This is an optimization exercise on Yosys and OpenROAD, whose aim is small area, a short achievable clock period and few clock cycles, not a production implementation.
At most, simulation tests tie the RTL to the original design; equivalence was not proved.
No activity file was given, so power comes from the tool's default toggle rates.

Setup of lane 1:
Design force_torque_packet_deframer_core, start of the top module:
module force_torque_packet_deframer_core (
  input  logic                     clk_i,
  input  logic                     rst_ni,
  input  logic                     in_valid_i,
  output logic                     in_stall_o,
  input  logic [BYTE_W-1:0]        rx_byte_i,
  output logic                     out_valid_o,
  input  logic                     out_stall_i,
  output logic signed [PROD_W-1:0] force_x_o,
  output logic signed [PROD_W-1:0] force_y_o,
  output logic signed [PROD_W-1:0] force_z_o,
  output logic signed [PROD_W-1:0] torque_x_o,
  output logic signed [PROD_W-1:0] torque_y_o,
  output logic signed [PROD_W-1:0] torque_z_o,
  output logic [SKIP_W-1:0]        skipped_bytes_o,
  input  logic                     cfg_valid_i,
  output logic                     cfg_ready_o,
  input  logic [CFG_IDX_W-1:0]     cfg_index_i,
  input  logic [GAIN_W-1:0]        cfg_data_i
);
  localparam logic [1:0] PH_HUNT = 2'd0, PH_ZERO = 2'd1, PH_PACKET = 2'd2;
  logic [GAIN_W-1:0] gain_a_q, gain_b_q;
  logic              gsel_q, gsel_d, gswap;
  assign cfg_ready_o = 1'b1;
  assign gswap       = gsel_d != gsel_q;
  always_ff @(posedge clk_i or negedge rst_ni) begin
    if (!rst_ni) begin
      gain_a_q <= FORCE_GAIN_RST;
      gain_b_q <= TORQUE_GAIN_RST;
  ...
Settings: LEC_CHECK=0, CAP_MARGIN=20, CORE_MARGIN=2, CORE_UTILIZATION=65, CTS_CLUSTER_DIAMETER=100, CTS_CLUSTER_SIZE=25, SLEW_MARGIN=20; clock period 11.0 ns.
standard.sh (not shown) runs the stock make flow with config.mk's settings and CLKGATE_MAP_FILE= SYNTH_SCRIPT=/design/flow/synth_recipe.tcl, a recipe that flattens the netlist after the stock synthesis.
==> flow/flow/run.sh <==
#!/bin/bash
# The standard layout (the standard.sh), with these changes to how the
# layout is made, none to the design's registers or the constraints:
#  - after the standard synthesis, polarity.py re-polarises the full adders
#    (a full adder is self-dual) to drop most inverters between them; the
#    registers and all other cells stay as synthesis made them;
#  - the port buffers are buf_1 cells instead of the delay buffer that
#    buffer_ports picks on its own (every port still gets its own buffer);
set -euo pipefail
export BUFFER_PORTS_ARGS="-buffer_cell sky130_fd_sc_hd__buf_1"
export SETUP_SLACK_MARGIN=7.62
RES=orfs/results/${FLOW_PLATFORM}/force_torque_packet_deframer_core/base
bash standard.sh synth > flow_synth.log 2>&1
cp $RES/1_2_yosys.v flow_synth_netlist.v
python3 flow/polarity.py flow_synth_netlist.v $RES/1_2_yosys.v > flow_polarity.log 2>&1
rm -f $RES/1_synth.odb $RES/1_synth.sdc
bash standard.sh > flow_layout.log 2>&1
test -s out/final.def
Other scripts of this flow, unchanged in this note and not shown: flow/flow/polarity.py
The inputs of lane 2 differ from those of lane 1 as listed below.
diff --git a/flow/design.v b/flow/design.v
--- a/flow/design.v
+++ b/flow/design.v
@@ -1130,35 +1130,23 @@
   output logic [SKIP_W-1:0]        skipped_bytes_o,
   input  logic                     cfg_valid_i,
   output logic                     cfg_ready_o,
   input  logic [CFG_IDX_W-1:0]     cfg_index_i,
   input  logic [GAIN_W-1:0]        cfg_data_i
 );
   localparam logic [1:0] PH_HUNT = 2'd0, PH_ZERO = 2'd1, PH_PACKET = 2'd2;
-  logic [GAIN_W-1:0] gain_a_q, gain_b_q;
-  logic              gsel_q, gsel_d, gswap;
+  logic [GAIN_W-1:0] force_gain_q, torque_gain_q;
   assign cfg_ready_o = 1'b1;
-  assign gswap       = gsel_d != gsel_q;
   always_ff @(posedge clk_i or negedge rst_ni) begin
     if (!rst_ni) begin
-      gain_a_q <= FORCE_GAIN_RST;
-      gain_b_q <= TORQUE_GAIN_RST;
-      gsel_q   <= 1'b0;
-    end else begin
-      gsel_q <= gsel_d;
-      if (cfg_valid_i && cfg_index_i == CFG_FORCE_GAIN) begin
-        gain_a_q <= cfg_data_i;
-      end else if (gswap) begin
-        gain_a_q <= gain_b_q;
-      end
-      if (cfg_valid_i && cfg_index_i == CFG_TORQUE_GAIN) begin
-        gain_b_q <= cfg_data_i;
-      end else if (gswap) begin
-        gain_b_q <= gain_a_q;
-      end
+      force_gain_q  <= FORCE_GAIN_RST;
+      torque_gain_q <= TORQUE_GAIN_RST;
+    end else if (cfg_valid_i) begin
+      if (cfg_index_i == CFG_FORCE_GAIN)  force_gain_q  <= cfg_data_i;
+      if (cfg_index_i == CFG_TORQUE_GAIN) torque_gain_q <= cfg_data_i;
     end
   end
   logic              tk_q;
   logic              stall_q;
   logic              accept;
   logic              is00_q, is17_q;
   logic [3:0]        one_q, two_q, neg_q;
@@ -1228,15 +1216,14 @@
     end
     skip_sum = {1'b0, skip_q} + (SKIP_W + 1)'(skip_inc);
     skip_d   = skip_sum[SKIP_W] ? '1 : skip_sum[SKIP_W-1:0];
     if (pkt_end) skip_d = '0;
     out_valid_d = pkt_end || (out_valid_q && out_stall_i);
     stall_d = out_valid_d && (phase_d == PH_PACKET) && (pos_d >= 5'(FIELD_FIRST + 1));
     infield_d = (phase_d == PH_PACKET) && (pos_d >= 5'd4) && (pos_d <= 5'd21);
-    gsel_d    = (phase_d == PH_PACKET) && (pos_d >= 5'd13);
     first_d   = (phase_d == PH_PACKET) &&
                 (pos_d == 5'd4 || pos_d == 5'd7 || pos_d == 5'd10 ||
                  pos_d == 5'd13 || pos_d == 5'd16 || pos_d == 5'd19);
   end
   always_ff @(posedge clk_i or negedge rst_ni) begin
     if (!rst_ni) begin
       tk_q        <= 1'b0;
@@ -1259,23 +1246,27 @@
       step_q      <= accept && infield_d;
       first_q     <= accept && first_d;
       shift_q     <= accept && infield_d && !first_d;
       hold_q      <= !(accept && infield_d);
     end
   end
   always_ff @(posedge clk_i) begin
+    gain_q <= (pos_d >= 5'd13) ? torque_gain_q : force_gain_q;
+  end
+  always_ff @(posedge clk_i) begin
     one_q <= (accept && infield_d) ? one_d : 4'd0;
     two_q <= (accept && infield_d) ? two_d : 4'd0;
     neg_q <= (accept && infield_d) ? neg_d : 4'd0;
     b7_q  <= accept && infield_d && !first_d && rx_byte_i[7];
   end
   localparam logic [PROD_W-1:0] ACC_INIT = 56'hFFFEAAAAAC0000;
   logic [PROD_W-1:0] acc_s_q, acc_c_q;
   logic [PROD_W-1:0] base_s, base_c;
   logic [PROD_W-1:0] mac_s, mac_c;
+  logic [GAIN_W-1:0] gain_q;
   always_comb begin
     for (int k = 0; k < PROD_W; k++) begin
       base_s[k] = (hold_q && acc_s_q[k]) || (k >= 8 && shift_q && acc_s_q[k >= 8 ? k - 8 : 0]);
       base_c[k] = (hold_q && acc_c_q[k]) || (k >= 8 && shift_q && acc_c_q[k >= 8 ? k - 8 : 0]) ||
                   (first_q && ACC_INIT[k]);
     end
   end
@@ -1283,15 +1274,15 @@
     .bs_i  (base_s),
     .bc_i  (base_c),
     .one_i (one_q),
     .two_i (two_q),
     .neg_i (neg_q),
     .b7_i  (b7_q),
     .stp_i (step_q),
-    .g_i   (gain_a_q),
+    .g_i   (gain_q),
     .s_o   (mac_s),
     .c_o   (mac_c)
   );
   always_ff @(posedge clk_i) begin
     acc_s_q <= mac_s;
     acc_c_q <= mac_c;
   end
--- outcome ---
Going from lane 1 to lane 2, the area taken by multi-input logic gates was found to have gone down by 200 um2.
Count of clock buffers in the final design, lane 1 and lane 2: smaller value in lane 1
Relative to lane 1, routed wire length decreased by 530 um in lane 2.
From lane 1 to lane 2 the numbers moved as follows: met3 track demand over resource in global routing now sits higher, last weighted congestion value of the routability-driven placer went up, internal power of the cells rose 7.4%, sequential fraction of design power now smaller.
Clock-pin slew on the worst setup and hold paths across lane 1 and lane 2: no real change.
Lane 2 | status: complete | timing, DRC, antenna: pass
On lane 2: number of placed instances with taps included is 40 lower than what lane 1 gave.
In the flow results for lane 1 and lane 2, the area of all placed cells without fillers is smaller on lane 1.
Capture point of the critical path = in_stall_o: lane 2; capture point of the critical path = torque_x_o[30]: lane 1
Against lane 1, total placed instance area in lane 2 rose slightly.
Testbench counts of lane 2, summed over its fixed seeds: cycles 31,381.
For lane 1, only the layout was checked, not whether the RTL still works.

[separate check: timing with driven ports]
Ports are ideal in the flow. The routed layouts listed here were re-timed in OpenROAD.
Step 1: set_driving_cell puts a clkbuf_16 on clk_i and a buf_2 on each other input, an assumption about the parent block.
Step 2 times the ports against the registers' clock, not the clock port: input delays grow and output delays shrink by t, the midpoint of the rising clock arrivals with the driver on.
Slacks: ideal / step 1 / step 2; pairs: ideal / step 1.
| run | t, ns | setup slack, ns | hold WS [ns] | worst register clock-pin slew, ns | worst data-port slew with drivers (ns) |
|---|---|---|---|---|---|
| lane 1 | 0.655 | 7.581 / 7.523 / 7.436 | 0.464 / 0.464 / 0.464 | 0.11 / 0.11 | 0.07 |
| lane 2 | 0.652 | 7.611 / 7.553 / 7.408 | 0.480 / 0.480 / 0.480 | 0.11 / 0.11 | 0.06 |
After both steps every run listed still meets setup and hold. For lane 2, which loses most, drivers alone change the setup slack by -0.058 ns; drivers and shift together by -0.203 ns.
